This design comes from an exercise in tuning for small area, a short achievable clock period and few clock cycles per item on the open sky130 flow, not from production work.
RTL that was checked went through simulation tests only; none was proved equivalent to the original.
For runs 1 to 3, only the layout was checked, not whether the RTL still works.
Power and IR drop assume default switching activity.

## flow/config.mk

```make
export PLATFORM = sky130hd
export DESIGN_NAME = integer_to_radix_digits
export DESIGN_NICKNAME = integer_to_radix_digits
export VERILOG_FILES = /design/flow/design.v
export SDC_FILE = /design/flow/constraint.sdc
export NUM_CORES = 4
export LEC_CHECK = 0
export CAP_MARGIN = 20
export CORE_MARGIN = 2
export CORE_UTILIZATION = 40
export SLEW_MARGIN = 20
```

## flow/constraint.sdc

```tcl
create_clock -name core_clock -period 7.0 [get_ports {clk}]
set_input_delay 1.4000 -clock core_clock [delete_from_list [all_inputs] [get_ports {clk}]]
set_output_delay 1.4000 -clock core_clock [all_outputs]
set_load 0.01 [all_outputs]
```

## flow/design.v

```verilog
`timescale 1ns / 1ps
package itrd_pkg;
	localparam int DATA_W   = 32;
	localparam int RADIX_W  = 5;
	localparam int CHAR_W   = 7;
	localparam int CFG_W    = 64;
	localparam int CFG_IDX_W = 2;
	localparam logic [CFG_IDX_W-1:0] REG_LENGTH = 2'd0;
	localparam logic [CFG_IDX_W-1:0] REG_LOW    = 2'd1;
	localparam logic [CFG_IDX_W-1:0] REG_HIGH   = 2'd2;
	localparam logic [7:0] CHAR_PLUS  = 8'h2b;
	localparam logic [7:0] CHAR_MINUS = 8'h2d;
	localparam logic [7:0] CHAR_FIRST = 8'd32;
endpackage
`timescale 1ns / 1ps
import itrd_pkg::*;
module itrd_div
#(
	parameter int K = 2
) (
	input  logic [3:0]   rem_i,    
	input  logic [K-1:0] d_i,      
	input  logic         nd16,
	input  logic [3:0]   nd4,
	input  logic [3:0]   m,
	output logic [K-1:0] q_o,      
	output logic [3:0]   rem_o     
);
	function automatic logic ge4f(input logic [3:0] a, input logic [3:0] b);
		logic [3:0] g;
		logic [3:0] e;
		g = a & ~b;
		e = ~(a ^ b);
		ge4f = g[3] | (e[3] & g[2]) | (e[3] & e[2] & g[1]) | (e[3] & e[2] & e[1] & (a[0] | ~b[0]));
	endfunction
	always_comb begin
		logic [3:0] r;
		logic [3:0] t;
		logic [3:0] s;
		logic       q;
		logic       c1;
		logic       c2;
		logic       c3;
		r = rem_i;
		for (int b = K - 1; b >= 0; b--) begin
			t  = {r[2:0], d_i[b]};
			q  = r[3] | (~nd16 & ge4f(t, nd4));
			c1 = t[0] & m[0];
			c2 = (t[1] & m[1]) | (t[1] & t[0] & m[0]) | (m[1] & t[0] & m[0]);
			c3 = (t[2] & m[2]) | (t[2] & t[1] & m[1]) | (t[2] & t[1] & t[0] & m[0]) | (t[2] & m[1] & t[0] & m[0])
			   | (m[2] & t[1] & m[1]) | (m[2] & t[1] & t[0] & m[0]) | (m[2] & m[1] & t[0] & m[0]);
			s[0] = t[0] ^ m[0];
			s[1] = t[1] ^ m[1] ^ c1;
			s[2] = t[2] ^ m[2] ^ c2;
			s[3] = t[3] ^ m[3] ^ c3;
			q_o[b] = q;
			r = q ? s : t;
		end
		rem_o = r;
	end
endmodule
`timescale 1ns / 1ps
import itrd_pkg::*;
module integer_to_radix_digits
#(
	parameter int MAX_ALPHABET = 16
) (
	input  logic                   clk,
	input  logic                   arst_n,
	input  logic                   cfg_we,
	input  logic [CFG_IDX_W-1:0]   cfg_index,
	input  logic [CFG_W-1:0]       cfg_data,
	input  logic                   in_valid,
	output logic                   in_ready,
	input  logic signed [DATA_W-1:0] value,
	output logic                   out_valid,
	input  logic                   out_ready,
	output logic [CHAR_W-1:0]      out_char,
	output logic                   last_char
);
	localparam int K  = 2;                  
	localparam int NV = 2;                  
	localparam int VW = 1;
	localparam int NS = (DATA_W + K - 1) / K;
	localparam int W  = NS * K;
	localparam int S  = 16;                 
	localparam int SW = 4;
	logic [RADIX_W-1:0] alen_q;
	logic               wlo_q;
	logic               whi_q;
	logic [CHAR_W-1:0]  ach_q [16];
	logic [15:0]        badf_q;
	function automatic logic bad_char(input logic [7:0] c);
		bad_char = c[7] || c[6:5] == 2'b00 || c == CHAR_PLUS || c == CHAR_MINUS;
	endfunction
	logic cfg_reg;
	assign cfg_reg = cfg_we && cfg_index != 2'd3;
	always_ff @(posedge clk or negedge arst_n) begin
		if (!arst_n) begin
			alen_q <= '0;
			wlo_q  <= 1'b0;
			whi_q  <= 1'b0;
		end else if (cfg_we) begin
			if (cfg_index == REG_LENGTH)
				alen_q <= cfg_data[RADIX_W-1:0];
			if (cfg_index == REG_LOW)
				wlo_q <= 1'b1;
			if (cfg_index == REG_HIGH)
				whi_q <= 1'b1;
		end
	end
	always_ff @(posedge clk) begin
		if (cfg_we && (cfg_index == REG_LOW || cfg_index == REG_HIGH)) begin
			for (int k = 0; k < 8; k++) begin
				if (cfg_index == REG_LOW) begin
					ach_q[k]  <= cfg_data[8*k +: CHAR_W];
					badf_q[k] <= bad_char(cfg_data[8*k +: 8]);
				end else begin
					ach_q[8+k]  <= cfg_data[8*k +: CHAR_W];
					badf_q[8+k] <= bad_char(cfg_data[8*k +: 8]);
				end
			end
		end
	end
	logic [4:0] nd;          
	logic       r2_q;
	logic       r3_q;
	logic       r4_q;
	logic       nd16_q;      
	logic [3:0] nd4_q;       
	logic [3:0] ndm1_q;      
	logic [3:0] h0_q;        
	logic [3:0] h1_q;        
	logic [3:0] m_q;         
	assign nd = (alen_q == 5'd2 || alen_q == 5'd4) ? 5'd16 : (alen_q == 5'd3) ? 5'd9 : alen_q;
	always_ff @(posedge clk) begin
		r2_q   <= alen_q == 5'd2;
		r3_q   <= alen_q == 5'd3;
		r4_q   <= alen_q == 5'd4;
		nd16_q <= nd == 5'd16;
		nd4_q  <= nd[3:0];
		ndm1_q <= 4'(nd - 5'd1);
		h0_q   <= 4'((nd + 5'd1) >> 1);
		h1_q   <= 4'(nd >> 1);
		m_q    <= 4'(5'd16 - nd);
	end
	logic [3:0]        asel;
	logic [CHAR_W-1:0] achar;
	assign achar = ach_q[asel];
	logic       chk_busy_q;
	logic       ok_q;
	logic       dup_q;
	logic [3:0] ci_q;
	logic       lenok;
	logic       badany;
	logic       dupnow;
	logic       chk_last;
	assign lenok = alen_q >= 5'd2 && alen_q <= 5'(MAX_ALPHABET);
	always_comb begin
		badany = 1'b0;
		for (int i = 0; i < 16; i++)
			if (5'(i) < alen_q && (badf_q[i] || (i < 8 ? !wlo_q : !whi_q)))
				badany = 1'b1;
		dupnow = 1'b0;
		for (int j = 1; j < 16; j++)
			if (4'(j) > ci_q && 5'(j) < alen_q && ach_q[j] == achar)
				dupnow = 1'b1;
	end
	assign chk_last = !lenok || ({1'b0, ci_q} + 5'd2 >= alen_q);
	logic pre_ok;
	logic flush;
	assign pre_ok = lenok && !badany;
	assign flush  = cfg_reg || (chk_busy_q && chk_last && (!pre_ok || dup_q || dupnow));
	always_ff @(posedge clk or negedge arst_n) begin
		if (!arst_n) begin
			chk_busy_q <= 1'b0;
			ok_q       <= 1'b0;
			dup_q      <= 1'b0;
			ci_q       <= '0;
		end else if (cfg_reg) begin
			chk_busy_q <= 1'b1;
			ok_q       <= 1'b0;
			dup_q      <= 1'b0;
			ci_q       <= '0;
		end else if (chk_busy_q) begin
			dup_q <= dup_q || dupnow;
			ci_q  <= ci_q + 4'd1;
			if (chk_last) begin
				chk_busy_q <= 1'b0;
				ok_q       <= lenok && !badany && !dup_q && !dupnow;
			end
		end
	end
	logic [NV-1:0]      vfull_q;
	logic [VW-1:0]      vfp_q;        
	logic [VW-1:0]      vep_q;        
	logic [NV-1:0]      vent_q;       
	logic               vepv_q;       
	logic [DATA_W-1:0]  vcap_q [NV];  
	logic [NV-1:0]      vneg_q;       
	logic [W-1:0]       uext   [NV];
	logic [W-1:0]       uent;
	logic [NS-1:0]      unz;
	logic [NS-1:0]      utop;         
	for (genvar v = 0; v < NV; v++) begin : g_vx
		assign uext[v] = W'(vcap_q[v]);
	end
	assign uent   = uext[vep_q];
	assign vepv_q = vfull_q[vep_q] && !vent_q[vep_q];
	always_comb begin
		logic seen;
		for (int c = 0; c < NS; c++)
			unz[c] = |uent[c*K +: K];
		seen = 1'b0;
		for (int c = NS - 1; c >= 1; c--) begin
			utop[c] = unz[c] && !seen;
			seen    = seen || unz[c];
		end
		utop[0] = !seen;
	end
	logic [NS-1:0] sv_q;             
	logic [NS-1:0] sf_q;             
	logic [VW-1:0] svi_q  [NS];      
	logic [NS-1:0] snz_q;            
	logic [3:0]    srem_q [NS];
	logic [3:0]    srem   [NS];      
	logic [NS-1:0] snz;
	logic [K-1:0]  x_q    [NS];      
	logic [K-1:0]  dch  [NS];
	logic [K-1:0]  qch  [NS];
	logic [3:0]    rout [NS];
	logic [NS-1:0] qnz;
	logic [NS-1:0] trig;             
	logic [NS-1:0] mv;               
	logic [NS-1:0] entc;
	logic [NS-1:0] enty;
	logic [NS-1:0] infa;             
	logic [NS-1:0] free_ge;
	logic          ev_q;
	logic          ef_q;
	logic          eneg_q;
	logic          edone_q;
	logic [3:0]    er_q;
	logic          carry_q;
	logic          curneg_q;
	logic          gstall;
	logic          cin0;
	logic          cont0;
	logic          cin_m1;
	logic [4:0]    sum_m1;
	logic          cout_m1;
	logic [3:0]    dig_m1;
	logic          vneg_m1;
	function automatic logic ge4(input logic [3:0] a, input logic [3:0] b);
		logic [3:0] g;
		logic [3:0] e;
		g = a & ~b;
		e = ~(a ^ b);
		ge4 = g[3] | (e[3] & g[2]) | (e[3] & e[2] & g[1]) | (e[3] & e[2] & e[1] & (a[0] | ~b[0]));
	endfunction
	logic [NS-1:0] qlow;             
	logic [NS-1:0] remhi;            
	for (genvar c = 0; c < NS; c++) begin : g_se
		if (c == NS - 1) begin : g_top
			assign srem[c] = '0;
			assign snz[c]  = 1'b0;
		end else begin : g_mid
			assign srem[c] = srem_q[c];
			assign snz[c]  = snz_q[c];
		end
	end
	for (genvar c = 0; c < NS; c++) begin : g_st
		assign dch[c] = x_q[c];
		itrd_div #(.K(K)) u_div (
			.rem_i (srem[c]),
			.d_i   (dch[c]),
			.nd16  (nd16_q),
			.nd4   (nd4_q),
			.m     (m_q),
			.q_o   (qch[c]),
			.rem_o (rout[c])
		);
		assign remhi[c] = srem[c][3] || srem[c][2];
		assign qlow[c]  = !nd16_q && ge4({srem[c][1:0], dch[c]}, nd4_q);
		assign qnz[c]   = remhi[c] || qlow[c];
	end
	assign cin_m1  = ef_q ? eneg_q : carry_q;
	assign cout_m1 = ev_q && cin_m1 && er_q == ndm1_q;
	always_comb begin
		sum_m1 = '0;
		if (!cout_m1) begin
			sum_m1[0] = er_q[0] ^ cin_m1;
			sum_m1[1] = er_q[1] ^ (er_q[0] & cin_m1);
			sum_m1[2] = er_q[2] ^ (er_q[1] & er_q[0] & cin_m1);
			sum_m1[3] = er_q[3] ^ (er_q[2] & er_q[1] & er_q[0] & cin_m1);
		end
	end
	assign dig_m1  = sum_m1[3:0];
	assign vneg_m1 = ef_q ? eneg_q : curneg_q;
	logic vneg0;
	assign vneg0   = vneg_q[svi_q[0]];
	assign cin0    = sf_q[0] ? vneg0 : cout_m1;
	assign cont0   = qnz[0] || (cin0 && !remhi[0] && {srem[0][1:0], dch[0]} == ndm1_q);
	always_comb begin
		logic any;
		for (int c = 1; c < NS; c++)
			trig[c] = sv_q[c] && !snz[c] && qnz[c];
		trig[0] = sv_q[0] && !snz[0] && cont0;
		begin
			logic [NS-1:0] bg;
			logic [NS-1:0] bp;
			logic [NS-1:0] ng;
			logic [NS-1:0] np;
			bg = sv_q & trig;
			bp = sv_q & ~trig;
			for (int d = 1; d < NS; d = d * 2) begin
				for (int c = 0; c < NS; c++) begin
					if (c >= d) begin
						ng[c] = bg[c] | (bp[c] & bg[c-d]);
						np[c] = bp[c] & bp[c-d];
					end else begin
						ng[c] = bg[c];
						np[c] = bp[c];
					end
				end
				bg = ng;
				bp = np;
			end
			mv[0] = !gstall;
			for (int c = 1; c < NS; c++)
				mv[c] = !gstall && !bg[c-1];
		end
		any = 1'b0;
		for (int c = NS - 1; c >= 0; c--) begin
			any        = any || sv_q[c];
			free_ge[c] = !any;
		end
		for (int c = 0; c < NS; c++) begin
			entc[c] = trig[c] && mv[c];
			enty[c] = vepv_q && utop[c] && free_ge[c] && !gstall;
			infa[c] = (c < NS - 1) ? (sv_q[(c+1) % NS] && mv[(c+1) % NS]) : 1'b0;
		end
	end
	always_ff @(posedge clk or negedge arst_n) begin
		if (!arst_n) begin
			sv_q <= '0;
		end else if (flush) begin
			sv_q <= '0;
		end else begin
			for (int c = 0; c < NS; c++)
				sv_q[c] <= entc[c] || enty[c] || infa[c] || (sv_q[c] && !mv[c]);
		end
	end
	always_ff @(posedge clk) begin
		for (int c = 0; c < NS; c++) begin
			if (enty[c])
				x_q[c] <= uent[c*K +: K];
			else if (infa[c] && sf_q[(c+1) % NS])
				x_q[c] <= uext[svi_q[(c+1) % NS]][c*K +: K];
			else if (mv[c])
				x_q[c] <= qch[c];
			if (entc[c] || enty[c]) begin
				sf_q[c]   <= enty[c];
				svi_q[c]  <= vep_q;
				snz_q[c]  <= 1'b0;
				srem_q[c] <= '0;
			end else if (infa[c]) begin
				sf_q[c]   <= sf_q[(c+1) % NS];
				svi_q[c]  <= svi_q[(c+1) % NS];
				snz_q[c]  <= snz[(c+1) % NS] || qnz[(c+1) % NS];
				srem_q[c] <= rout[(c+1) % NS];
			end
		end
	end
	logic [3:0]    buf_q [S];
	logic [SW-1:0] wp_q;
	logic [1:0]    qn_q;
	logic [SW-1:0] qtop_q [2];
	logic          qneg_q [2];
	logic [1:0]    qst_q  [2];
	logic          m1_go;           
	logic          push;
	logic [1:0]    st_m1;
	always_comb begin
		st_m1 = 2'd0;
		if (r2_q)
			st_m1 = dig_m1[3] ? 2'd3 : dig_m1[2] ? 2'd2 : dig_m1[1] ? 2'd1 : 2'd0;
		else if (r4_q)
			st_m1 = (dig_m1[3] || dig_m1[2]) ? 2'd1 : 2'd0;
		else if (r3_q)
			st_m1 = (dig_m1 >= 4'd3) ? 2'd1 : 2'd0;
	end
	logic [SW-1:0] ob;
	assign ob     = busy_q ? base_q : nb_q;
	assign gstall = ev_q && (SW'(wp_q + SW'(1)) == ob || (edone_q && qn_q == 2'd2));
	assign m1_go  = ev_q && !gstall;
	assign push   = m1_go && edone_q;
	always_ff @(posedge clk or negedge arst_n) begin
		if (!arst_n) begin
			ev_q <= 1'b0;
		end else if (flush) begin
			ev_q <= 1'b0;
		end else if (!gstall) begin
			ev_q <= sv_q[0];
		end
	end
	always_ff @(posedge clk) begin
		if (!gstall) begin
			ef_q    <= sf_q[0];
			eneg_q  <= vneg0;
			er_q    <= rout[0];
			edone_q <= !snz_q[0] && !cont0;
		end
		if (m1_go) begin
			carry_q  <= cout_m1;
			curneg_q <= vneg_m1;
			buf_q[wp_q] <= dig_m1;
		end
	end
	logic vrel;      
	logic accept;
	logic vtake;     
	assign vrel     = sv_q[0] && sf_q[0] && mv[0];
	assign vtake    = chk_busy_q ? pre_ok : ok_q;
	assign in_ready = !vtake || !vfull_q[vfp_q] || (vrel && svi_q[0] == vfp_q);
	assign accept   = in_valid && in_ready;
	always_ff @(posedge clk or negedge arst_n) begin
		if (!arst_n) begin
			vfull_q <= '0;
			vent_q  <= '0;
			vfp_q   <= '0;
			vep_q   <= '0;
		end else if (flush) begin
			vfull_q <= '0;
			vent_q  <= '0;
			vfp_q   <= '0;
			vep_q   <= '0;
		end else begin
			if (vrel)
				vfull_q[svi_q[0]] <= 1'b0;
			if (|enty) begin
				vent_q[vep_q] <= 1'b1;
				vep_q         <= VW'(vep_q + VW'(1));
			end
			if (accept && vtake) begin
				vfull_q[vfp_q] <= 1'b1;
				vent_q[vfp_q]  <= 1'b0;
				vfp_q          <= VW'(vfp_q + VW'(1));
			end
		end
	end
	always_ff @(posedge clk) begin
		if (accept)
			vcap_q[vfp_q] <= value ^ {DATA_W{value[DATA_W-1]}};
		if (accept)
			vneg_q[vfp_q] <= value[DATA_W-1];
	end
	logic          busy_q;
	logic [SW-1:0] rp_q;
	logic [SW-1:0] base_q;
	logic [SW-1:0] nb_q;
	logic [1:0]    sub_q;
	logic          spend_q;
	logic          dv_q;
	logic          dminus_q;
	logic [3:0]    dd_q;
	logic          dlast_q;
	logic          out_valid_q;
	logic [CHAR_W-1:0] out_char_q;
	logic          last_q;
	logic          out_free;
	logic          d_free;
	logic          e_go;
	logic [3:0]    ent;
	logic [3:0]    edig;
	logic          at_base;
	logic          seg_end;
	logic [1:0]    spe;
	logic          load_q0;        
	logic          load_push;      
	logic          pop;
	assign out_free = !out_valid_q || out_ready;
	assign d_free   = !dv_q || out_free;
	assign e_go     = busy_q && d_free && ok_q;
	assign ent      = buf_q[rp_q];
	assign at_base  = rp_q == base_q;
	assign spe      = r2_q ? 2'd3 : (r4_q || r3_q) ? 2'd1 : 2'd0;
	assign seg_end  = e_go && !spend_q && sub_q == 2'd0 && at_base;
	always_comb begin
		if (r2_q)
			edig = {3'd0, ent[sub_q]};
		else if (r4_q)
			edig = {2'd0, ent[{sub_q[0], 1'b0} +: 2]};
		else if (r3_q) begin
			logic [1:0] hi;
			logic [1:0] lo;
			case (ent)
				4'd0:    begin hi = 2'd0; lo = 2'd0; end
				4'd1:    begin hi = 2'd0; lo = 2'd1; end
				4'd2:    begin hi = 2'd0; lo = 2'd2; end
				4'd3:    begin hi = 2'd1; lo = 2'd0; end
				4'd4:    begin hi = 2'd1; lo = 2'd1; end
				4'd5:    begin hi = 2'd1; lo = 2'd2; end
				4'd6:    begin hi = 2'd2; lo = 2'd0; end
				4'd7:    begin hi = 2'd2; lo = 2'd1; end
				default: begin hi = 2'd2; lo = 2'd2; end
			endcase
			edig = {2'd0, sub_q[0] ? hi : lo};
		end
		else
			edig = ent;
	end
	assign load_q0   = (!busy_q || seg_end) && qn_q != 2'd0;
	assign load_push = (!busy_q || seg_end) && qn_q == 2'd0 && push;
	assign pop       = load_q0;
	logic [SW-1:0] ld_top;
	logic          ld_neg;
	logic [1:0]    ld_st;
	assign ld_top = load_q0 ? qtop_q[0] : wp_q;
	assign ld_neg = load_q0 ? qneg_q[0] : vneg_m1;
	assign ld_st  = load_q0 ? qst_q[0]  : st_m1;
	always_ff @(posedge clk or negedge arst_n) begin
		if (!arst_n) begin
			wp_q    <= '0;
			qn_q    <= '0;
			busy_q  <= 1'b0;
			nb_q    <= '0;
			dv_q    <= 1'b0;
			out_valid_q <= 1'b0;
		end else if (flush) begin
			wp_q    <= '0;
			qn_q    <= '0;
			busy_q  <= 1'b0;
			nb_q    <= '0;
			dv_q    <= 1'b0;
			if (out_free)
				out_valid_q <= dv_q;
		end else begin
			if (m1_go)
				wp_q <= SW'(wp_q + SW'(1));
			begin
				logic push_q;
				push_q = push && !load_push;
				case ({push_q, pop})
					2'b10: qn_q <= qn_q + 2'd1;
					2'b01: qn_q <= qn_q - 2'd1;
					default: ;
				endcase
			end
			if (load_q0 || load_push) begin
				busy_q <= 1'b1;
				nb_q   <= SW'(ld_top + SW'(1));
			end else if (seg_end) begin
				busy_q <= 1'b0;
			end
			if (d_free)
				dv_q <= e_go;
			if (out_free)
				out_valid_q <= dv_q;
		end
	end
	always_ff @(posedge clk) begin
		begin
			logic push_q;
			push_q = push && !load_push;
			if (pop) begin
				qtop_q[0] <= qtop_q[1];
				qneg_q[0] <= qneg_q[1];
				qst_q[0]  <= qst_q[1];
			end
			if (push_q) begin
				if (qn_q == 2'd0 || (qn_q == 2'd1 && pop)) begin
					qtop_q[0] <= wp_q;
					qneg_q[0] <= vneg_m1;
					qst_q[0]  <= st_m1;
				end else begin
					qtop_q[1] <= wp_q;
					qneg_q[1] <= vneg_m1;
					qst_q[1]  <= st_m1;
				end
			end
		end
		if (load_q0 || load_push) begin
			rp_q     <= ld_top;
			sub_q    <= ld_st;
			spend_q  <= ld_neg;
			base_q   <= nb_q;
		end else if (e_go) begin
			if (spend_q) begin
				spend_q <= 1'b0;
			end else if (sub_q != 2'd0) begin
				sub_q <= sub_q - 2'd1;
			end else if (!at_base) begin
				rp_q  <= SW'(rp_q - SW'(1));
				sub_q <= spe;
			end
		end
		if (d_free && e_go) begin
			dminus_q <= spend_q;
			dd_q     <= edig;
			dlast_q  <= !spend_q && sub_q == 2'd0 && at_base;
		end
		if (out_free && dv_q) begin
			out_char_q <= dminus_q ? CHAR_MINUS[CHAR_W-1:0] : achar;
			last_q     <= dlast_q;
		end
	end
	assign asel = chk_busy_q ? ci_q : dd_q;
	assign out_valid = out_valid_q;
	assign out_char  = out_char_q;
	assign last_char = last_q;
endmodule
```

## flow/run.sh

```bash
#!/bin/bash
# synth_recipe.tcl (not shown) runs the flow's synth.tcl, then flattens the netlist and writes it again
# the make line also repeats each setting of config.mk as NAME=value (left out here)
make -C /OpenROAD-flow-scripts/flow DESIGN_CONFIG=/design/flow/config.mk WORK_HOME=/design/flow/orfs CLKGATE_MAP_FILE= SYNTH_SCRIPT=/design/flow/synth_recipe.tcl finish
```

==> metrics.md, run 1 <==
| Metric | Value |
|---|---|
| DR DRC count | `0` |
| PD cells | `between 200 and 300 nW/um^2` |
| CP Launch Type | `flip-flop` |
| Critical Path AT | `4350 ps` |
| Fraction of registers with async set or reset after synthesis | `0.0977` |
| Seq/Total Area, Yosys | `0.421` |
| Clk_skew | `22.6 ps` |
| RSZ-0062 raised after global routing | `false` |
| Post-route cell area | `roughly 38000 sq um` |
| Vias/cell | `roughly 5.6` |
| Clock latency on the worst-skew pair | `630 ps` |
| GRT Util Overall | `0.216` |
| Ys Warns | `24` |
| Die Footprint | `86100 sq um` |
| Buf/Inv on CP | `4` |
| Global-route wire length before repair | `roughly 150000 microns` |
| DP Cell Count | `between 4000 and 5000` |
| Max IR drop VDD | `about 0.18 mV` |
| Commonest non-fill, non-tap cell in the layout | `edfxtp_1` |
| Rel. slew slack | `0.279` |
| CTS Buf Count | `a little under 60` |
| Post-synthesis cell area | `around 34000 sq um` |
| Via count | `about 25000` |
| Clock transition at the registers of the reported paths | `about 60 ps` |
| Synth unique cells | `between 90 and 100` |
| Number of flops mapped to enable cells by yosys | `361` |
| CORE AREA | `83300 sq um` |
| Worst Setup End Kind | `output port` |
| CTS tree | `yes` |
| Worst-path cell chain | `inv_1 -> ha_1 -> xnor2_1 -> o41ai_1 -> and2_1 -> buf_4 -> inv_2 -> nand3_1 -> o21ai_0 -> o21ai_0 -> nand2b_1 -> clkdlybuf4s50_1` |
| Initial antenna violation count | `0` |
| Sink Count | `about 510` |
| Final hold violation count | `0` |
| Placed cell areas | `around 36000 sq um` |
| Drt pass-1 iters | `7` |
| Final setup viols | `0` |
| Vert. Die Dim | `around 300 microns` |
| Nets | `around 3800` |
| Resized Gates After CTS | `0` |
| Grt total ovfl | `0` |
| GP Congestion | `between 0.9 and 1` |
| Slowest cell delay on critical path | `between 500 and 600 ps` |
| Clk buf depth | `3` |
| Max Clock Freq | `around 170 MHz` |
| CP Class | `flip-flop to output port` |
| Initial drt markers | `about 2000` |
| Status | `finished clean` |
| Primary FF master, synth | `edfxtp_1` |
| Final period utilization | `0.821` |
| Max-slew violations | `0` |
| DIE WIDTH | `around 290 microns` |
| Post-Route WL | `roughly 94000 microns` |
| Leak | `15.2 nW` |
| Worst path slowest cell | `clkdlybuf4s50_1` |
| IO Port Bufs | `around 110` |
| Hold crit path type | `flip-flop to flip-flop` |
| Initial Util | `0.403` |
| Final std cells w/o fill | `roughly 4500` |
| Most frequent cells in the layout | `edfxtp_1 (361), ha_1 (294), nor2_1 (289)` |
| Largest net degree at the start of global routing | `66` |
| Row count | `about 110` |
| CP required | `approximately 5600 ps` |
| Post-CTS setup buffer count | `0` |
| Setup TNS | `0 ps` |
| DP Wirelength | `roughly 68000 microns` |
| CP top delay family | `buffers and inverters` |
| WL per Instance | `~21 microns` |
| Area delta synth->final | `12.6%` |
| Maxcap violations | `0` |
| Final min period | `approximately 5700 ps` |
| Clk root buf | `clkbuf_16` |
| Cells after Synth | `3294` |
| Worst Path Max Fanout | `27` |
| IO Pins | `113` |
| ANT nets after route | `0` |
| # hold bufs at CTS | `0` |
| Vias in the first global route | `24000` |
| Syn avg cell area | `about 10 sq um` |
| Worst-Margin Slew | `~1100 ps` |
| Layout cells sized above 1 | `0.0830` |
| Yosys reg bits | `512` |
| H-Tree Depth | `2` |
| Critical path's most frequent cell | `o21ai_0` |
| Syn Nets | `3691` |
==> state kept, by name, summed over array words and instances, names as in the netlist, 15 cells and up, named ones only <==
register and count:
sv_q 16, sf_q 16, x_q 32, ach_q 112, srem_q 60, svi_q 16, vcap_q 62, snz 15
buf_q 64, badf_q 16
==> metrics by stage <==
stage	worst slack, ps	util	hold slack [ps]	total power [mW]
global placement	1910	0.430	463	7.87
CTS	1210	0.453	478	11.1
floorplan	2060	-	400	6.81
detailed placement	1830	0.430	458	7.91
global route	803	0.453	482	11.8
finish	1250	0.453	451	11.0
==> synth_stat cells, types with 15 or more instances <==
cell type,n,area (sq um)
a211oi_1,46,345
a21o_1,19,143
a21oi_1,186,931
a22oi_1,16,120
a31oi_1,19,119
and2_1,30,188
and3_1,43,269
buf_2,20,100
clkbuf_1,79,297
dfrtp_1,50,1250
dfxtp_1,101,2020
edfxtp_1,361,10800
ha_1,294,3680
inv_1,140,526
mux2_2,72,811
mux2i_1,108,1080
mux4_2,20,450
nand2_1,232,871
nand2b_1,70,438
nand3_1,68,340
nand4_1,40,250
nor2_1,294,1100
nor2b_1,81,507
nor3_1,75,375
nor4_1,19,119
o211a_1,15,150
o211ai_1,43,323
o21a_1,40,300
o21ai_0,121,606
o21ai_1,21,105
o21bai_1,16,120
o22ai_1,22,138
or2_2,15,93.8
xnor2_1,131,1150
xor2_1,158,1380
==> cells by family (layout without fill, tap and decap cells) <==
| group | after synthesis | after routing | synth area share |
|---|---|---|---|
| buffers and inverters | 268 | 406 | 0.0321 |
| other | 0 | 1 | 0 |
| and+or+nand+nor | 1031 | 1031 | 0.151 |
| AOI/OAI and AO/OA | 687 | 687 | 0.137 |
| adders and majority gates | 305 | 305 | 0.113 |
| muxes | 201 | 201 | 0.0702 |
| DFF | 512 | 512 | 0.421 |
| xor gates and xnor gates | 290 | 290 | 0.0762 |
==> metal layers <==
metal / global-route usage / part of all wire / vias up
li1: - / - / 12300
met1: 0.315 / 0.47 / 12200
met2: 0.333 / 0.44 / 733
met3: 0.0350 / 0.061 / 126
met4: 0.0561 / 0.025 / 0
met5: 0 / 0 / -
==> area by class of cell <==
class                      instances  area [sq um]
clock buffer                      74          1570
tap                             1080          1350
antenna                            1          2.50
clock inverter                    36           385
multi-input combinational       2514         18400
fill                            7858         45500
timing repair buffer             150          1400
inverter                         146           548
sequential                       512         14100
==> where the power goes <==
group	switching, mW	internal, mW	total (mW)
clock	1.30	1.85	3.15
sequential	0.320	3.54	3.86
combinational	2.38	1.65	4.03
total	4.00	7.04	11.0
==> final timing paths <==
kind | from | endpoint | slack [ps] | depth (start not counted)
worst max-delay path | wp_q[0] | in_ready | 1250 | 12
worst min-delay path | dlast_q | last_q | 450 | 0
worst max register to register | ci_q[1] | qn_q[1] | 1680 | 13
worst min register to register | dlast_q | last_q | 450 | 0
max in group asynchronous | arst_n | vep_q | 5430 | 2
min in group asynchronous | arst_n | sv_q[6] | 960 | 2
==> run 2: changes to the inputs <==
--- a/flow/config.mk
+++ b/flow/config.mk
@@ -6,4 +6,5 @@
 export NUM_CORES = 4
 export LEC_CHECK = 0
+export ABC_AREA = 1
 export CAP_MARGIN = 20
 export CORE_MARGIN = 2
==> metrics.md, run 2 <==
| Metric | Value |
|---|---|
| Area delta synth->final | `12.4%` |
| Commonest non-fill, non-tap cell in the layout | `nand2_1` |
| Global-route wire length before repair | `165000 microns (+14%)` |
| Clock transition at the registers of the reported paths | `60 ps (about the same)` |
| Post-synth top area share | `0.311 (-0.0121)` |
| RR Startpoint | `chk_busy_q` |
| Syn avg cell area | `7.92 sq um (-22%)` |
| Final Power | `13.6 mW (+23%)` |
| Max IR drop VDD | `0.261 mV (+46%)` |
| CORE AREA | `86500 sq um (+3.8%)` |
| Simple-Gate Fraction of Synth Area | `0.241 (+0.0900)` |
| GRT Util Overall | `0.233 (+0.0172)` |
| Row count | `108 (+1.9%)` |
| Initial antenna violation count | `3 (+3)` |
| Clk root buf | `clkbuf_16` |
| ANT cells | `0 (-1)` |
| Syn Nets | `4795 (+30%)` |
| DP Cell Count | `5592 (+27%)` |
| Primary FF master, synth | `edfxtp_1` |
| Leak | `17.8 nW (+17%)` |
| CP required | `5600 ps (about the same)` |
| Final hold violation count | `0 (unchanged)` |
| Initial drt markers | `2312 (+14%)` |
| Grt total ovfl | `0 (unchanged)` |
| Post-layout util | `0.453 (about the same)` |
| WL per Instance | `18.5 microns (-11%)` |
| IO Port Bufs | `112 (unchanged)` |
| Fraction of registers with async set or reset after synthesis | `0.0977 (unchanged)` |
| Resized Gates After CTS | `0 (unchanged)` |
| Final period utilization | `0.748 (-0.0726)` |
| Clk_skew | `36.6 ps (+14.0 ps)` |
| Drt pass-1 iters | `8 (+1)` |
| CTS Buf Count | `58 (unchanged)` |
| Final min period | `5240 ps (-508 ps)` |
| Worst-path cell chain | `inv_1 -> ha_1 -> xor2_1 -> nor2_1 -> nand3_1 -> nand2_1 -> nand2_1 -> buf_4 -> nand3_1 -> o21ai_0 -> nand2_1 -> nand4_1 -> clkdlybuf4s50_1` |
| Top post-synthesis cells by area | `edfxtp_1 (31%), nand2_1 (11%), ha_1 (11%), inv_1 (6.0%), dfxtp_1 (5.8%)` |
| Most frequent cell after synthesis | `nand2_1` |
| Max Clock Freq | `191 MHz (+9.7%)` |
| Maxcap violations | `0 (unchanged)` |
| Largest net degree at the start of global routing | `65 (-1.5%)` |
| Layout cells sized above 1 | `0.0488 (-0.0342)` |
| Clk buf depth | `3 (unchanged)` |
| XOR/XNOR Fraction of Synth Area | `0.0407 (-0.0354)` |
| Slowest cell delay on critical path | `590 ps (+30 ps)` |
| Rel. slew slack | `0.348 (+0.0690)` |
| Hold_sp | `srem_q[9][3]` |
| Setup crit start | `wp_q[0]` |
| Critical path's most frequent cell | `nand2_1` |
| Nets | `4894 (+30%)` |
| Post-Route WL | `105000 microns (+13%)` |
| Largest family of logic cells by synthesized area | `simple AND/OR/NAND/NOR gates` |
| Synth area leader | `edfxtp_1` |
| Vias/cell | `5.26 (-6.2%)` |
| Most flop-heavy register | `ach_q` |
| Critical Path AT | `3840 ps (-510 ps)` |
| Worst-Margin Slew | `975 ps (-78.6 ps)` |
| Final setup viols | `0 (unchanged)` |
| CP top delay family | `buffers and inverters` |
| Post-synthesis mux area share | `0.00693 (-0.0633)` |
| Top cells by count, synth | `nand2_1 (1067), inv_1 (557), nor2_1 (397)` |
| DP Wirelength | `78100 microns (+15%)` |
| Status | `finished clean` |
| Compound-Gate Fraction of Synth Area | `0.125 (-0.0121)` |
| Vert. Die Dim | `299 microns (+1.9%)` |
| Yosys reg bits | `512 (unchanged)` |
| # hold bufs at CTS | `0 (unchanged)` |
| CTS tree | `yes` |
| Die Footprint | `89400 sq um (+3.8%)` |
| CP Launch Type | `flip-flop` |
| Post-synthesis cell area | `34800 sq um (+3.9%)` |
| Worst path slowest cell | `clkdlybuf4s50_1` |
| Max reg flops | `112 (unchanged)` |
| Max-slew violations | `0 (unchanged)` |
| RSZ-0062 raised after global routing | `false` |
| DR DRC count | `0 (unchanged)` |
| Setup TNS | `0 ps (unchanged)` |
| Via count | `30000 (+19%)` |
| DIE WIDTH | `299 microns (+1.9%)` |
| ANT nets after route | `0 (unchanged)` |
| Synth Area in Adders | `0.106 (-0.00739)` |
| PD cells | `347 nW/um^2 (+19%)` |
| Worst Setup End Kind | `output port` |
| Most frequent cells in the layout | `nand2_1 (1067), inv_1 (553), nor2_1 (394)` |
| Sink Count | `512 (unchanged)` |
| IO Pins | `113 (unchanged)` |
| Post-CTS setup buffer count | `0 (unchanged)` |
| H-Tree Depth | `2 (unchanged)` |
| Seq/Total Area, Yosys | `0.405 (-0.0157)` |
| Vias in the first global route | `28800 (+20%)` |
| Clock latency on the worst-skew pair | `670 ps (+40 ps)` |
| WHS | `475 ps (+24.7 ps)` |
| Synth unique cells | `59 (-37%)` |
| Largest regs | `ach_q x112, buf_q x64, vcap_q x62` |
| Cells after Synth | `4398 (+34%)` |
| Hold crit path type | `flip-flop to flip-flop` |
| Number of flops mapped to enable cells by yosys | `361 (unchanged)` |
| Ys Warns | `24 (unchanged)` |
| Initial Util | `0.403 (about the same)` |
| Final std cells w/o fill | `5701 (+26%)` |
| Worst Path Max Fanout | `40 (+48%)` |
| Buf/Inv on CP | `3 (-1)` |
| GP Congestion | `0.984 (about the same)` |
| CP Class | `flip-flop to output port` |
## run 2: changes by cell type after synthesis, sizes merged, moves of 44 or more
cell,previous run,this run
nand2,233,1088
inv,146,566
o21ai,142,369
nand3,69,276
nor2,294,413
xnor2,131,44
mux2i,108,23
nor2b,81,0
mux2,73,1
nand2b,70,0
a21oi,187,231
## run 2: per-layer routing
layer  vias to the layer above  GRT usage  wire length, microns
met5                         -          0                     0
met4                         0     0.0862                  3840
met2                       870      0.396                 49700
li1                      14900          -                     -
met1                     14000      0.305                 46300
met3                       201     0.0286                  5660
## run 2: logic make-up (layout without fill, tap and decap cells)
logic type	Yosys count	count (layout)
compound gates	770	770
xor+xnor	162	162
fa+ha+maj	294	294
buf+inv	670	818
flops	512	512
mux	24	24
simple gates	1966	1966
## run 2: tightest hold or removal path: cells and delay by family (launching register included)
family / cells / cell delay, ps
AND/OR/NAND/NOR: 1 / 60
flip-flops: 1 / 310
AO/OA/AOI/OAI: 1 / 60
## run 2: area by class of cell
class	count	area, sq um
timing repair buffer	139	1330
clock inverter	39	483
fill	8601	47300
sequential	512	14100
inverter	570	2140
multi-input combinational	3216	18100
tap	1155	1450
clock buffer	70	1560
## run 2: path summary, 6_finish.rpt
kind / end / slack [ps] / depth (start not counted)
min in group asynchronous: out_valid_q / 900 / 2
worst max register to register: vfp_q / 2030 / 20
worst min register to register: srem_q[9][3] / 480 / 2
worst max-delay path: in_ready / 1760 / 13
worst min-delay path: srem_q[9][3] / 480 / 2
max in group asynchronous: vep_q / 5520 / 2
## run 2: where the power goes
part,internal [mW],switching (mW)
registers,3.75,0.431
logic,2.20,3.96
clock network,1.93,1.35
total,7.87,5.74
## run 2: stage by stage
step / instance area, sq um / worst slack [ps]
after global placement: 37100 / 2250
after detailed placement: 37100 / 2160
final: 39200 / 1760
after CTS: 39200 / 1680
after floorplan: 34800 / 2060
after global routing: 39200 / 1460
==> run 3: changes to the inputs <==
--- a/flow/design.v
+++ b/flow/design.v
@@ -133,4 +133,7 @@
 	logic [3:0] h1_q;        
 	logic [3:0] m_q;         
+	logic       nd16b_q;
+	logic [3:0] nd4b_q;
+	logic [3:0] mb_q;
 	assign nd = (alen_q == 5'd2 || alen_q == 5'd4) ? 5'd16 : (alen_q == 5'd3) ? 5'd9 : alen_q;
 	always_ff @(posedge clk) begin
@@ -144,4 +147,7 @@
 		h1_q   <= 4'(nd >> 1);
 		m_q    <= 4'(5'd16 - nd);
+		nd16b_q <= nd16_q;
+		nd4b_q  <= nd4_q;
+		mb_q    <= m_q;
 	end
 	logic [3:0]        asel;
@@ -151,4 +157,5 @@
 	logic       ok_q;
 	logic       dup_q;
+	logic       scan_q;       
 	logic [3:0] ci_q;
 	logic       lenok;
@@ -171,8 +178,9 @@
 	logic flush;
 	assign pre_ok = lenok && !badany;
-	assign flush  = cfg_reg || (chk_busy_q && chk_last && (!pre_ok || dup_q || dupnow));
+	assign flush  = cfg_reg || (chk_busy_q && !scan_q && (!pre_ok || dup_q));
 	always_ff @(posedge clk or negedge arst_n) begin
 		if (!arst_n) begin
 			chk_busy_q <= 1'b0;
+			scan_q     <= 1'b0;
 			ok_q       <= 1'b0;
 			dup_q      <= 1'b0;
@@ -180,14 +188,16 @@
 		end else if (cfg_reg) begin
 			chk_busy_q <= 1'b1;
+			scan_q     <= 1'b1;
 			ok_q       <= 1'b0;
 			dup_q      <= 1'b0;
 			ci_q       <= '0;
-		end else if (chk_busy_q) begin
+		end else if (scan_q) begin
 			dup_q <= dup_q || dupnow;
 			ci_q  <= ci_q + 4'd1;
-			if (chk_last) begin
-				chk_busy_q <= 1'b0;
-				ok_q       <= lenok && !badany && !dup_q && !dupnow;
-			end
+			if (chk_last)
+				scan_q <= 1'b0;
+		end else if (chk_busy_q) begin
+			chk_busy_q <= 1'b0;
+			ok_q       <= pre_ok && !dup_q;
 		end
 	end
@@ -275,12 +285,13 @@
 			.rem_i (srem[c]),
 			.d_i   (dch[c]),
-			.nd16  (nd16_q),
-			.nd4   (nd4_q),
-			.m     (m_q),
+			.nd16  (c < NS / 2 ? nd16_q : nd16b_q),
+			.nd4   (c < NS / 2 ? nd4_q  : nd4b_q),
+			.m     (c < NS / 2 ? m_q    : mb_q),
 			.q_o   (qch[c]),
 			.rem_o (rout[c])
 		);
 		assign remhi[c] = srem[c][3] || srem[c][2];
-		assign qlow[c]  = !nd16_q && ge4({srem[c][1:0], dch[c]}, nd4_q);
+		assign qlow[c]  = c < NS / 2 ? (!nd16_q && ge4({srem[c][1:0], dch[c]}, nd4_q))
+		                             : (!nd16b_q && ge4({srem[c][1:0], dch[c]}, nd4b_q));
 		assign qnz[c]   = remhi[c] || qlow[c];
 	end
@@ -423,5 +434,5 @@
 	assign vrel     = sv_q[0] && sf_q[0] && mv[0];
 	assign vtake    = chk_busy_q ? pre_ok : ok_q;
-	assign in_ready = !vtake || !vfull_q[vfp_q] || (vrel && svi_q[0] == vfp_q);
+	assign in_ready = !vtake || !vfull_q[vfp_q];
 	assign accept   = in_valid && in_ready;
 	always_ff @(posedge clk or negedge arst_n) begin
@@ -606,5 +617,5 @@
 		end
 	end
-	assign asel = chk_busy_q ? ci_q : dd_q;
+	assign asel = scan_q ? ci_q : dd_q;
 	assign out_valid = out_valid_q;
 	assign out_char  = out_char_q;
--- a/flow/config.mk
+++ b/flow/config.mk
@@ -6,5 +6,4 @@
 export NUM_CORES = 4
 export LEC_CHECK = 0
-export ABC_AREA = 1
 export CAP_MARGIN = 20
 export CORE_MARGIN = 2
==> metrics.md, run 3 <==
| Metric | Value |
|---|---|
| WL per Instance | `21.1 microns (+14%)` |
| Power share of the combinational group | `0.455 (+0.003)` |
| Seq/Total Area, Yosys | `0.412 (+0.00692)` |
| CP Launch Type | `flip-flop` |
| Max reg flops | `112 (unchanged)` |
| Worst path slowest cell | `dfrtp_1` |
| CP required | `5600 ps (about the same)` |
| Commonest non-fill, non-tap cell in the layout | `edfxtp_1` |
| Clock transition at the registers of the reported paths | `60 ps (about the same)` |
| Resized Gates After CTS | `0 (unchanged)` |
| Net Sw Frac | `0.397 (-0.0252)` |
| DIE WIDTH | `299 microns (-0.19%)` |
| CTS tree | `yes` |
| Initial drt markers | `2070 (-10%)` |
| Worst-path cell chain | `nor2_1 -> nand2_1 -> nand2_1 -> o2111ai_1 -> nor3_1 -> o211ai_1 -> mux2_2 -> or2_2 -> clkdlybuf4s50_1` |
| Maxcap violations | `0 (unchanged)` |
| DP Cell Count | `4607 (-18%)` |
| Largest net degree at the start of global routing | `66 (+1.5%)` |
| Post-route cell area | `38800 sq um (-0.89%)` |
| RR Startpoint | `nd4_q[1]` |
| Initial antenna violation count | `1 (-2)` |
| Sequential power share | `0.322 (+0.015)` |
| DP Wirelength | `73600 microns (-5.9%)` |
| Post-Route WL | `99300 microns (-5.8%)` |
| Syn Nets | `3821 (-20%)` |
| Drt pass-1 iters | `6 (-2)` |
| Final setup viols | `0 (unchanged)` |
| Slowest cell delay on critical path | `610 ps (+20 ps)` |
| GRT Util Overall | `0.220 (-0.0136)` |
| R2R Path End | `svi_q[14]` |
| Top post-synthesis cells by area | `edfxtp_1 (31%), ha_1 (11%), dfxtp_1 (6.3%), xnor2_1 (3.8%), dfrtp_1 (3.7%)` |
| Area delta synth->final | `11.9%` |
| Final min period | `5350 ps (+114 ps)` |
| Primary FF master, synth | `edfxtp_1` |
| Worst Setup End Kind | `output port` |
| Synth area leader | `edfxtp_1` |
| WP depth | `9 (-4)` |
| Switch Pwr | `5.30 mW (-7.7%)` |
| Cells after Synth | `3424 (-22%)` |
| Row count | `108 (unchanged)` |
| Most frequent cell after synthesis | `edfxtp_1` |
| IO Port Bufs | `112 (unchanged)` |
| Final std cells w/o fill | `4714 (-17%)` |
| Post-CTS setup buffer count | `0 (unchanged)` |
| Status | `finished clean` |
| DR DRC count | `0 (unchanged)` |
| CP Class | `flip-flop to output port` |
| Final period utilization | `0.765 (+0.0162)` |
| GP Congestion | `1.03 (+5.0%)` |
| Post-synthesis cell area | `34700 sq um (-0.39%)` |
| Post-layout util | `0.449 (-0.00332)` |
| Yosys reg bits | `521 (+1.8%)` |
| Most frequent cells in the layout | `edfxtp_1 (361), nor2_1 (295), ha_1 (294)` |
| Most flop-heavy register | `ach_q` |
| Clock share of power | `0.223 (-0.018)` |
| Ys Warns | `24 (unchanged)` |
| Vias in the first global route | `25800 (-10%)` |
| Nets | `3908 (-20%)` |
| Vias/cell | `5.62 (+6.9%)` |
| CP top delay family | `simple AND/OR/NAND/NOR gates` |
| Clk buf depth | `3 (unchanged)` |
| Pint | `8.06 mW (+2.4%)` |
| Hold crit path type | `flip-flop to flip-flop` |
| Fill count | `8070 (-6.2%)` |
| Via count | `26500 (-12%)` |
| Final hold violation count | `0 (unchanged)` |
| Buf/Inv on CP | `1 (-2)` |
| IO Pins | `113 (unchanged)` |
| Max-slew violations | `0 (unchanged)` |
| CTS Buf Count | `57 (-1.7%)` |
| Critical Path AT | `3950 ps (+110 ps)` |
| Global-route wire length before repair | `154000 microns (-6.6%)` |
| Vert. Die Dim | `299 microns (-0.19%)` |
| Worst-Margin Slew | `1070 ps (+95.1 ps)` |
| H-Tree Depth | `2 (unchanged)` |
| CP endpoint | `in_ready` |
| Clk root buf | `clkbuf_16` |
| Initial Util | `0.402 (-0.000935)` |
| R2R cell count | `13 (-35%)` |
| PD cells | `344 nW/um^2 (-0.94%)` |
| # hold bufs at CTS | `0 (unchanged)` |
| RSZ-0062 raised after global routing | `false` |
| Clock latency on the worst-skew pair | `640 ps (-30 ps)` |
| Critical path's most frequent cell | `nand2_1` |
| Grt total ovfl | `0 (unchanged)` |
| Fraction of registers with async set or reset after synthesis | `0.0979 (+0.000232)` |
| Rel. slew slack | `0.286 (-0.0618)` |
| Worst Path Max Fanout | `18 (-55%)` |
| Placed cell areas | `37000 sq um (-0.34%)` |
| Max Clock Freq | `187 MHz (-2.1%)` |
| Sink Count | `521 (+1.8%)` |
| Final Power | `13.4 mW (-1.8%)` |
| CORE AREA | `86300 sq um (-0.16%)` |
| Setup TNS | `0 ps (unchanged)` |
| Setup crit start | `alen_q[4]` |
| Top cells by count, synth | `edfxtp_1 (361), nor2_1 (297), ha_1 (294)` |
| Max IR drop VDD | `0.265 mV (+1.8%)` |
| ANT nets after route | `0 (unchanged)` |
| Syn avg cell area | `10.1 sq um (+28%)` |
| Layout cells sized above 1 | `0.0863 (+0.0375)` |
| Number of flops mapped to enable cells by yosys | `361 (unchanged)` |
| Post-synth top area share | `0.312 (+0.00121)` |
| Synth unique cells | `120 (+100%)` |
| Largest regs | `ach_q x112, buf_q x64, vcap_q x62` |
| Reg-to-reg slack, setup | `2130 ps (+100 ps)` |
| Die Footprint | `89100 sq um (-0.38%)` |
| Clk_skew | `19.5 ps (-17.1 ps)` |
| Hold_sp | `nd4_q[1]` |
| Leak | `15.3 nW (-14%)` |
## run 3: logic make-up after synthesis
family | Yosys count | share of synthesized area
XOR/XNOR | 265 | 0.0677
AO/OA/AOI/OAI | 783 | 0.155
multiplexers | 209 | 0.0709
AND/OR/NAND/NOR | 1070 | 0.152
flip-flops | 521 | 0.412
buffers and inverters | 269 | 0.0324
adder cells (fa/ha/maj) | 307 | 0.110
## run 3: cell type report
type                            count  area (sq um)  area share
Clock buffer                       73          1500      0.0386
Sequential cell                   521         14300       0.369
Timing Repair Buffer              150          1400      0.0360
Tap cell                         1155          1450      0.0372
Antenna cell                        1          2.50   0.0000645
Clock inverter                     33           310     0.00799
Inverter                          147           552      0.0142
Multi-Input combinational cell   2634         19300       0.497
## run 3: metal layers
layer / vias up / wire (microns) / track usage
met1: 12800 / 44900 / 0.300
li1: 12800 / - / -
met2: 747 / 45700 / 0.360
met5: - / 0 / 0
met4: 0 / 3620 / 0.0774
met3: 201 / 5040 / 0.0260
## run 3: how the worst min path moves through the flow
stage | slack [ps] | depth (start not counted) | end
after floorplan | 330 | 0 | nd16b_q
after global placement | 340 | 0 | nd4b_q[1]
after detailed placement | 340 | 0 | nd4b_q[1]
after CTS | 360 | 0 | nd4b_q[1]
after global routing | 370 | 0 | nd4b_q[3]
final | 360 | 0 | nd4b_q[1]
## run 3: stage by stage
step	worst slack, ps	hold slack, ps
detailed placement	2140	344
global route	1510	369
CTS	1660	362
floorplan	2060	329
finish	1650	362
global placement	2200	336
## run 3: power groups by stage
| stage | combinational, mW | sequential, mW | clock [mW] |
|---|---|---|---|
| finish | 6.09 | 4.30 | 2.97 |
| global route | 6.87 | 4.35 | 3.15 |
| CTS | 6.08 | 4.29 | 3.03 |
| detailed placement | 6.03 | 4.36 | 0 |
| global placement | 5.98 | 4.36 | 0 |
| floorplan | 4.74 | 4.10 | 0 |
==> run 4: changes to the inputs <==
--- a/flow/design.v
+++ b/flow/design.v
@@ -176,7 +176,15 @@
 	assign chk_last = !lenok || ({1'b0, ci_q} + 5'd2 >= alen_q);
 	logic pre_ok;
+	logic pre_ok_q;    
 	logic flush;
 	assign pre_ok = lenok && !badany;
-	assign flush  = cfg_reg || (chk_busy_q && !scan_q && (!pre_ok || dup_q));
+	assign flush  = cfg_reg || (chk_busy_q && !scan_q && (!pre_ok_q || dup_q));
+	always_ff @(posedge clk or negedge arst_n) begin
+		if (!arst_n) begin
+			pre_ok_q <= 1'b0;
+		end else begin
+			pre_ok_q <= pre_ok;
+		end
+	end
 	always_ff @(posedge clk or negedge arst_n) begin
 		if (!arst_n) begin
@@ -199,5 +207,5 @@
 		end else if (chk_busy_q) begin
 			chk_busy_q <= 1'b0;
-			ok_q       <= pre_ok && !dup_q;
+			ok_q       <= pre_ok_q && !dup_q;
 		end
 	end
@@ -309,4 +317,8 @@
 	assign dig_m1  = sum_m1[3:0];
 	assign vneg_m1 = ef_q ? eneg_q : curneg_q;
+	logic          sgn_q;          
+	logic          esign;          
+	logic          pneg;           
+	assign pneg = vneg_m1 && !sgn_q;
 	logic vneg0;
 	assign vneg0   = vneg_q[svi_q[0]];
@@ -429,9 +441,17 @@
 		end
 	end
+	always_ff @(posedge clk or negedge arst_n) begin
+		if (!arst_n)
+			sgn_q <= 1'b0;
+		else if (flush || push)
+			sgn_q <= 1'b0;
+		else if (esign)
+			sgn_q <= 1'b1;
+	end
 	logic vrel;      
 	logic accept;
 	logic vtake;     
 	assign vrel     = sv_q[0] && sf_q[0] && mv[0];
-	assign vtake    = chk_busy_q ? pre_ok : ok_q;
+	assign vtake    = chk_busy_q || ok_q;
 	assign in_ready = !vtake || !vfull_q[vfp_q];
 	assign accept   = in_valid && in_ready;
@@ -494,4 +514,5 @@
 	assign d_free   = !dv_q || out_free;
 	assign e_go     = busy_q && d_free && ok_q;
+	assign esign    = !busy_q && qn_q == 2'd0 && ev_q && pneg && d_free && ok_q;
 	assign ent      = buf_q[rp_q];
 	assign at_base  = rp_q == base_q;
@@ -529,5 +550,5 @@
 	logic [1:0]    ld_st;
 	assign ld_top = load_q0 ? qtop_q[0] : wp_q;
-	assign ld_neg = load_q0 ? qneg_q[0] : vneg_m1;
+	assign ld_neg = load_q0 ? qneg_q[0] : (pneg && !esign);
 	assign ld_st  = load_q0 ? qst_q[0]  : st_m1;
 	always_ff @(posedge clk or negedge arst_n) begin
@@ -566,5 +587,5 @@
 			end
 			if (d_free)
-				dv_q <= e_go;
+				dv_q <= e_go || esign;
 			if (out_free)
 				out_valid_q <= dv_q;
@@ -583,9 +604,9 @@
 				if (qn_q == 2'd0 || (qn_q == 2'd1 && pop)) begin
 					qtop_q[0] <= wp_q;
-					qneg_q[0] <= vneg_m1;
+					qneg_q[0] <= pneg && !esign;
 					qst_q[0]  <= st_m1;
 				end else begin
 					qtop_q[1] <= wp_q;
-					qneg_q[1] <= vneg_m1;
+					qneg_q[1] <= pneg && !esign;
 					qst_q[1]  <= st_m1;
 				end
@@ -607,4 +628,8 @@
 			end
 		end
+		if (esign) begin
+			dminus_q <= 1'b1;
+			dlast_q  <= 1'b0;
+		end
 		if (d_free && e_go) begin
 			dminus_q <= spend_q;
==> metrics.md, run 4 <==
| Metric | Value |
|---|---|
| Status | `finished clean` |
| Drt pass-1 iters | `6 (unchanged)` |
| R2R Path End | `x_q[9][1]` |
| IO Pins | `113 (unchanged)` |
| CP Launch Type | `flip-flop` |
| Sink Count | `523 (+0.38%)` |
| Seq/Total Area, Yosys | `0.420 (+0.00794)` |
| CP required | `7370 ps (+1770 ps)` |
| Clock share of power | `0.182 (-0.041)` |
| Switch Pwr | `7.66 mW (+45%)` |
| Most frequent cells in the layout | `edfxtp_1 (361), ha_1 (294), nor2_1 (278)` |
| ANT nets after route | `0 (unchanged)` |
| WL per Instance | `21.1 microns (+0.12%)` |
| Clock latency on the worst-skew pair | `650 ps (about the same)` |
| Clk buf depth | `3 (unchanged)` |
| Top post-synthesis cells by area | `edfxtp_1 (32%), ha_1 (11%), dfxtp_1 (6.4%), dfrtp_1 (3.9%), xnor2_1 (3.6%)` |
| Via count | `25900 (-2.1%)` |
| Fraction of registers with async set or reset after synthesis | `0.101 (+0.00345)` |
| RSZ-0062 raised after global routing | `false` |
| # hold bufs at CTS | `0 (unchanged)` |
| Max reg flops | `112 (unchanged)` |
| Area of the multi-input gates | `18800 sq um (-2.7%)` |
| Hold_sp | `nd4_q[2]` |
| Largest regs | `ach_q x112, buf_q x64, vcap_q x62` |
| Most flop-heavy register | `ach_q` |
| Resized Gates After CTS | `0 (unchanged)` |
| Met2 WL | `43100 microns (-5.7%)` |
| Initial drt markers | `1878 (-9.3%)` |
| CTS tree | `yes` |
| Row count | `107 (-0.93%)` |
| Post-synth top area share | `0.317 (+0.00491)` |
| Max Clock Freq | `190 MHz (+1.4%)` |
| H-Tree Depth | `2 (unchanged)` |
| DR DRC count | `0 (unchanged)` |
| CP Class | `flip-flop to flip-flop` |
| Number of flops mapped to enable cells by yosys | `361 (unchanged)` |
| GRT Util Overall | `0.222 (+0.00260)` |
| Post-Route WL | `98100 microns (-1.2%)` |
| Vias/cell | `5.58 (-0.78%)` |
| DP Wirelength | `71900 microns (-2.3%)` |
| Worst-Margin Slew | `1200 ps (+131 ps)` |
| ANT cells | `0 (-1)` |
| Syn Nets | `3752 (-1.8%)` |
| Post-CTS setup buffer count | `0 (unchanged)` |
| Reg-to-reg slack, setup | `1720 ps (-410 ps)` |
| Final period utilization | `0.754 (-0.0109)` |
| Syn avg cell area | `10.2 sq um (+0.48%)` |
| Most frequent cell after synthesis | `edfxtp_1` |
| Max IR drop VDD | `0.249 mV (-6.0%)` |
| Initial Util | `0.402 (+0.000629)` |
| Die Footprint | `87700 sq um (-1.5%)` |
| Net Sw Frac | `0.427 (+0.0304)` |
| Fill count | `8065 (-0.062%)` |
| Top cells by count, synth | `edfxtp_1 (361), ha_1 (294), nor2_1 (281)` |
| Commonest non-fill, non-tap cell in the layout | `edfxtp_1` |
| Max layer used | `met5` |
| Vias in the first global route | `24900 (-3.3%)` |
| Power share of the combinational group | `0.533 (+0.078)` |
| Setup crit start | `nd4_q[1]` |
| Grt total ovfl | `0 (unchanged)` |
| FF/Latch Area | `14400 sq um (+0.35%)` |
| Cells after Synth | `3355 (-2.0%)` |
| Worst Setup End Kind | `flip-flop` |
| R2R cell count | `14 (+1)` |
| Setup TNS | `0 ps (unchanged)` |
| Leak | `15.2 nW (-0.97%)` |
| Maxcap violations | `0 (unchanged)` |
| Largest net degree at the start of global routing | `65 (-1.5%)` |
| Met1 WL | `45400 microns (+0.97%)` |
| PD cells | `464 nW/um^2 (+35%)` |
| Hold crit path type | `flip-flop to flip-flop` |
| WHS | `344 ps (-18.7 ps)` |
| Post-synthesis cell area | `34200 sq um (-1.5%)` |
| Nets | `3853 (-1.4%)` |
| DIE WIDTH | `296 microns (-0.77%)` |
| GP Congestion | `1.02 (-0.86%)` |
| Sequential power share | `0.284 (-0.038)` |
| IO Port Bufs | `112 (unchanged)` |
| CP endpoint | `x_q[9][1]` |
| Clk root buf | `clkbuf_16` |
| Area delta synth->final | `13.2%` |
| Rel. slew slack | `0.193 (-0.0936)` |
| Post-route cell area | `38700 sq um (-0.42%)` |
| CTS Buf Count | `61 (+7.0%)` |
| Global-route wire length before repair | `150000 microns (-2.6%)` |
| Synth area leader | `edfxtp_1` |
| Critical Path AT | `5640 ps (+1690 ps)` |
| RR Startpoint | `nd4_q[1]` |
| Primary FF master, synth | `edfxtp_1` |
| Final hold violation count | `0 (unchanged)` |
| Synth unique cells | `108 (-10%)` |
| Pint | `10.3 mW (+28%)` |
| Final setup viols | `0 (unchanged)` |
| Clk_skew | `24.2 ps (+4.68 ps)` |
| Met3 wire length | `6230 microns (+24%)` |
| Placed cell areas | `36600 sq um (-1.2%)` |
| Max-slew violations | `0 (unchanged)` |
| Vert. Die Dim | `296 microns (-0.77%)` |
| Layout cells sized above 1 | `0.0932 (+0.00693)` |
| Final min period | `5280 ps (-76.2 ps)` |
| Ys Warns | `24 (unchanged)` |
| Worst Path Max Fanout | `16 (-2)` |
| Yosys reg bits | `523 (+0.38%)` |
| CORE AREA | `84900 sq um (-1.7%)` |
| Clock transition at the registers of the reported paths | `60 ps (about the same)` |
| Initial antenna violation count | `1 (unchanged)` |
[run 4: changes by cell type after synthesis, moves of 11 or more]
cell and change:
o21ai_0 +51, xor2_1 +26, nand3_1 -19, a21oi_1 -16, nor2_1 -16, and2_1 -14, a211oi_1 -13, a22o_1 -11
nor2b_1 -11
[run 4: area by class of cell]
type	instances	share of cell area
inverters	147	0.0143
clock inverters	33	0.00816
flip-flops and latches	523	0.371
repair buffers	158	0.0377
clock buffers	82	0.0453
multi-input cells	2565	0.486
well taps	1144	0.0370
[run 4: kinds of logic (layout without fill, tap and decap cells)]
family	count (synthesis)	in the layout	synth area share
simple gates	989	989	0.140
fa+ha+maj	299	299	0.109
flops	523	523	0.420
compound gates	782	782	0.153
buf+inv	267	420	0.0312
xor+xnor	281	281	0.0725
mux	214	214	0.0738
[run 4: power groups by stage]
stage,Clock [mW],Combinational [mW],Sequential (mW)
after floorplan,0,7.51,4.71
after global placement,0,9.34,5.14
after detailed placement,0,9.45,5.14
after CTS,3.33,9.53,5.09
after global routing,3.44,10.8,5.21
final,3.27,9.57,5.10
[run 4: through the flow]
stage / instances / utilization / setup WS (ps) / total power, mW
after floorplan: 3355 / - / 2060 / 12.2
after global placement: 4535 / 0.431 / 1820 / 14.5
after detailed placement: 4536 / 0.431 / 1800 / 14.6
after CTS: 4651 / 0.455 / 1810 / 17.9
after global routing: 4652 / 0.455 / 1370 / 19.5
final: 4652 / 0.455 / 1720 / 17.9
[run 4: layer usage]
metal | GRT usage | up-vias
li1 | - | 12600
met2 | 0.342 | 789
met5 | 0.00388 | -
met1 | 0.310 | 12400
met3 | 0.0432 | 172
met4 | 0.0787 | 4
[run 4: worst min path at each step]
stage	endpoint	slack (ps)	depth (start not counted)
finish	nd4b_q[2]	340	0
global route	nd4b_q[3]	360	0
CTS	nd4b_q[2]	350	0
detailed placement	nd4b_q[1]	340	0
global placement	nd4b_q[2]	330	0
floorplan	mb_q[3]	330	0
[run 4: critical path, stage by stage (launching register included)]
cell and delay (ps):
dfxtp_1 300, inv_1 490, buf_4 300, ha_1 240, nor2b_1 130, o21a_1 160, o21a_1 170, o311ai_0 420
o221ai_2 230, or4b_4 620, a31o_1 430, a21oi_1 910, nand2_1 230, o21ai_0 250, o22ai_1 100
Testbench counts of run 4, summed over its fixed seeds: cycles 10,277, values 960.
==> run 5: changes to the inputs <==
--- a/flow/config.mk
+++ b/flow/config.mk
@@ -9,3 +9,4 @@
 export CORE_MARGIN = 2
 export CORE_UTILIZATION = 40
+export SETUP_SLACK_MARGIN = 3.5
 export SLEW_MARGIN = 20
==> metrics.md, run 5 <==
| Metric | Value |
|---|---|
| Status | `finished clean` |
| Largest regs | `ach_q x112, buf_q x64, vcap_q x62` |
| Initial antenna violation count | `3 (+2)` |
| R2R Path End | `svi_q[13]` |
| Vert. Die Dim | `296 microns (unchanged)` |
| WL per Instance | `21.4 microns (+1.5%)` |
| Synth area leader | `edfxtp_1` |
| Switch Pwr | `8.51 mW (+11%)` |
| Drt pass-1 iters | `6 (unchanged)` |
| Nets | `4068 (+5.6%)` |
| Clock transition at the registers of the reported paths | `60 ps (about the same)` |
| Post-layout util | `0.503 (+0.0478)` |
| Slowest cell delay on critical path | `550 ps (-360 ps)` |
| Final setup viols | `0 (unchanged)` |
| Max reg flops | `112 (unchanged)` |
| Final Power | `20.1 mW (+12%)` |
| Post-Route WL | `104000 microns (+6.2%)` |
| Vias in the first global route | `26200 (+5.3%)` |
| CORE AREA | `84900 sq um (unchanged)` |
| Worst-path cell chain | `buf_4 -> inv_4 -> o2111a_1 -> or4_4 -> o221ai_4 -> o221ai_2 -> or4b_4 -> a31o_4 -> a211oi_4 -> or2_4 -> a21oi_4 -> mux2_4` |
| Rel. slew slack | `0.286 (+0.0931)` |
| Worst Setup End Kind | `flip-flop` |
| Final hold violation count | `0 (unchanged)` |
| CTS tree | `yes` |
| Area delta synth->final | `25.0%` |
| WHS Endpoint | `nd4b_q[1]` |
| WHS | `382 ps (+38.4 ps)` |
| Clock share of power | `0.169 (-0.013)` |
| H-Tree Depth | `2 (unchanged)` |
| Setup TNS | `0 ps (unchanged)` |
| Hold_sp | `nd4_q[1]` |
| Synth unique cells | `108 (unchanged)` |
| CP Class | `flip-flop to flip-flop` |
| Leak | `16.8 nW (+11%)` |
| Final period utilization | `0.564 (-0.189)` |
| Initial drt markers | `2401 (+28%)` |
| RSZ-0062 raised after global routing | `true` |
| Dpl ws | `2000 ps (+209 ps)` |
| Clk buf depth | `3 (unchanged)` |
| Max-slew violations | `0 (unchanged)` |
| Met2 WL | `46300 microns (+7.4%)` |
| Clock latency on the worst-skew pair | `690 ps (+40 ps)` |
| Post-synthesis cell area | `34200 sq um (unchanged)` |
| CP top delay family | `compound AO/OA/AOI/OAI gates` |
| Initial Util | `0.402 (unchanged)` |
| PD cells | `471 nW/um^2 (+1.4%)` |
| Post-synth top area share | `0.317 (unchanged)` |
| Via count | `27300 (+5.4%)` |
| Final min period | `3950 ps (-1320 ps)` |
| Fraction of registers with async set or reset after synthesis | `0.101 (unchanged)` |
| RR Startpoint | `nd16_q` |
| Met3 wire length | `6630 microns (+6.5%)` |
| Buf/Inv on CP | `2 (unchanged)` |
| Sink Count | `523 (unchanged)` |
| Power share of the combinational group | `0.577 (+0.044)` |
| CP required | `7410 ps (+40 ps)` |
| GRT Util Overall | `0.232 (+0.00956)` |
| IO Port Bufs | `112 (unchanged)` |
| Max IR drop VDD | `0.262 mV (+4.9%)` |
| # hold bufs at CTS | `0 (unchanged)` |
| Hold path depth | `0 (unchanged)` |
| DR DRC count | `0 (unchanged)` |
| DP Cell Count | `4535 (-0.022%)` |
| Largest net degree at the start of global routing | `66 (+1.5%)` |
| Maxcap violations | `0 (unchanged)` |
| Number of flops mapped to enable cells by yosys | `361 (unchanged)` |
| Die Footprint | `87700 sq um (unchanged)` |
| DIE WIDTH | `296 microns (unchanged)` |
| Worst Path Max Fanout | `20 (+4)` |
| Max layer used | `met5` |
| WP depth | `12 (-2)` |
-- run 5: cell counts after synthesis --
Identical to the previous run, type by type.
-- run 5: cell type report --
type | count | area [sq um]
clock buffers | 70 | 1610
clock inverters | 46 | 543
multi-input cells | 2566 | 20600
repair buffers | 372 | 3550
diodes | 1 | 2.50
inverters | 147 | 592
flip-flops and latches | 523 | 14400
well taps | 1144 | 1430
fillers | 7669 | 42200
-- run 5: timing repair --
item                                    in CTS  in global routing
pin swaps                                  104                 95
cloned                                       4                  3
gates resized for setup                    311                164
hold endpoints to repair                     0                  0
endpoints found under the setup margin     229                230
buffers inserted                           158                 52
-- run 5: layer usage --
metal / GRT usage / up-vias
li1: - / 13000
met3: 0.0378 / 198
met5: 0 / -
met2: 0.358 / 896
met4: 0.0722 / 4
met1: 0.332 / 13300
-- run 5: how the worst max path moves through the flow --
stage / startpoint / end / slack (ps)
floorplan: nd4_q[1] / svi_q[14] / 2890
global placement: ci_q[3] / dup_q / 1770
detailed placement: nd4_q[2] / x_q[9][1] / 2000
CTS: nd4_q[1] / x_q[11][0] / 2980
global route: nd4_q[1] / srem_q[13][3] / 2920
finish: nd16_q / svi_q[13] / 3050
-- run 5: power by group through the flow --
stage / clock (mW) / sequential [mW] / combinational, mW
global placement: 0 / 5.12 / 9.50
floorplan: 0 / 4.71 / 7.65
CTS: 3.44 / 5.06 / 10.9
finish: 3.39 / 5.10 / 11.6
global route: 3.57 / 5.20 / 12.8
detailed placement: 0 / 5.12 / 9.62
-- run 5: logic make-up after synthesis --
| group | synth area share |
|---|---|
| AO/OA/AOI/OAI | 0.153 |
| adder cells (fa/ha/maj) | 0.109 |
| multiplexers | 0.0738 |
| buffers and inverters | 0.0312 |
| XOR/XNOR | 0.0725 |
| AND/OR/NAND/NOR | 0.140 |
| flip-flops | 0.420 |
-- run 5: worst register-to-register path: stages (launching register included) --
cell	delay, ps
dfxtp_1	300
buf_4	360
inv_4	240
o2111a_1	220
or4_4	440
o221ai_4	190
o221ai_2	130
or4b_4	550
a31o_4	320
a211oi_4	300
or2_4	190
a21oi_4	90
mux2_4	330

[afterwards: timing with drivers on the ports]
Ports are ideal in the flow. The routed layouts listed here were re-timed in OpenROAD.
Step 1 (the two cells are an assumption about what drives the block):
set clk [get_ports {clk}]
set_driving_cell -lib_cell sky130_fd_sc_hd__clkbuf_16 $clk
set_driving_cell -lib_cell sky130_fd_sc_hd__buf_2 [delete_from_list [all_inputs] $clk]
Step 2 moves the port delays by t, midway between the first and last clock arrival at a register: inputs arrive t later, outputs are due t later. That takes back most of the time a late clock gives input paths.
Slacks: no drivers / after step 1 / after step 2; pairs: no drivers / after step 1.
run | shift t [ns] | slack for setup (ns) | worst slew at a driven data input, ns
run 1 | 0.690 | 1.254 / 1.185 / 1.677 | 0.07
run 2 | 0.718 | 1.762 / 1.690 / 2.035 | 0.10
run 3 | 0.693 | 1.648 / 1.582 / 2.126 | 0.13
run 4 | 0.708 | 1.724 / 1.724 / 1.724 | 0.05
run 5 | 0.725 | 3.049 / 3.049 / 2.900 | 0.07
After both steps setup and hold are still met in every run listed. The setup slack of run 5, which loses most, moves by 0.000 ns with the drivers and by -0.149 ns with both steps.
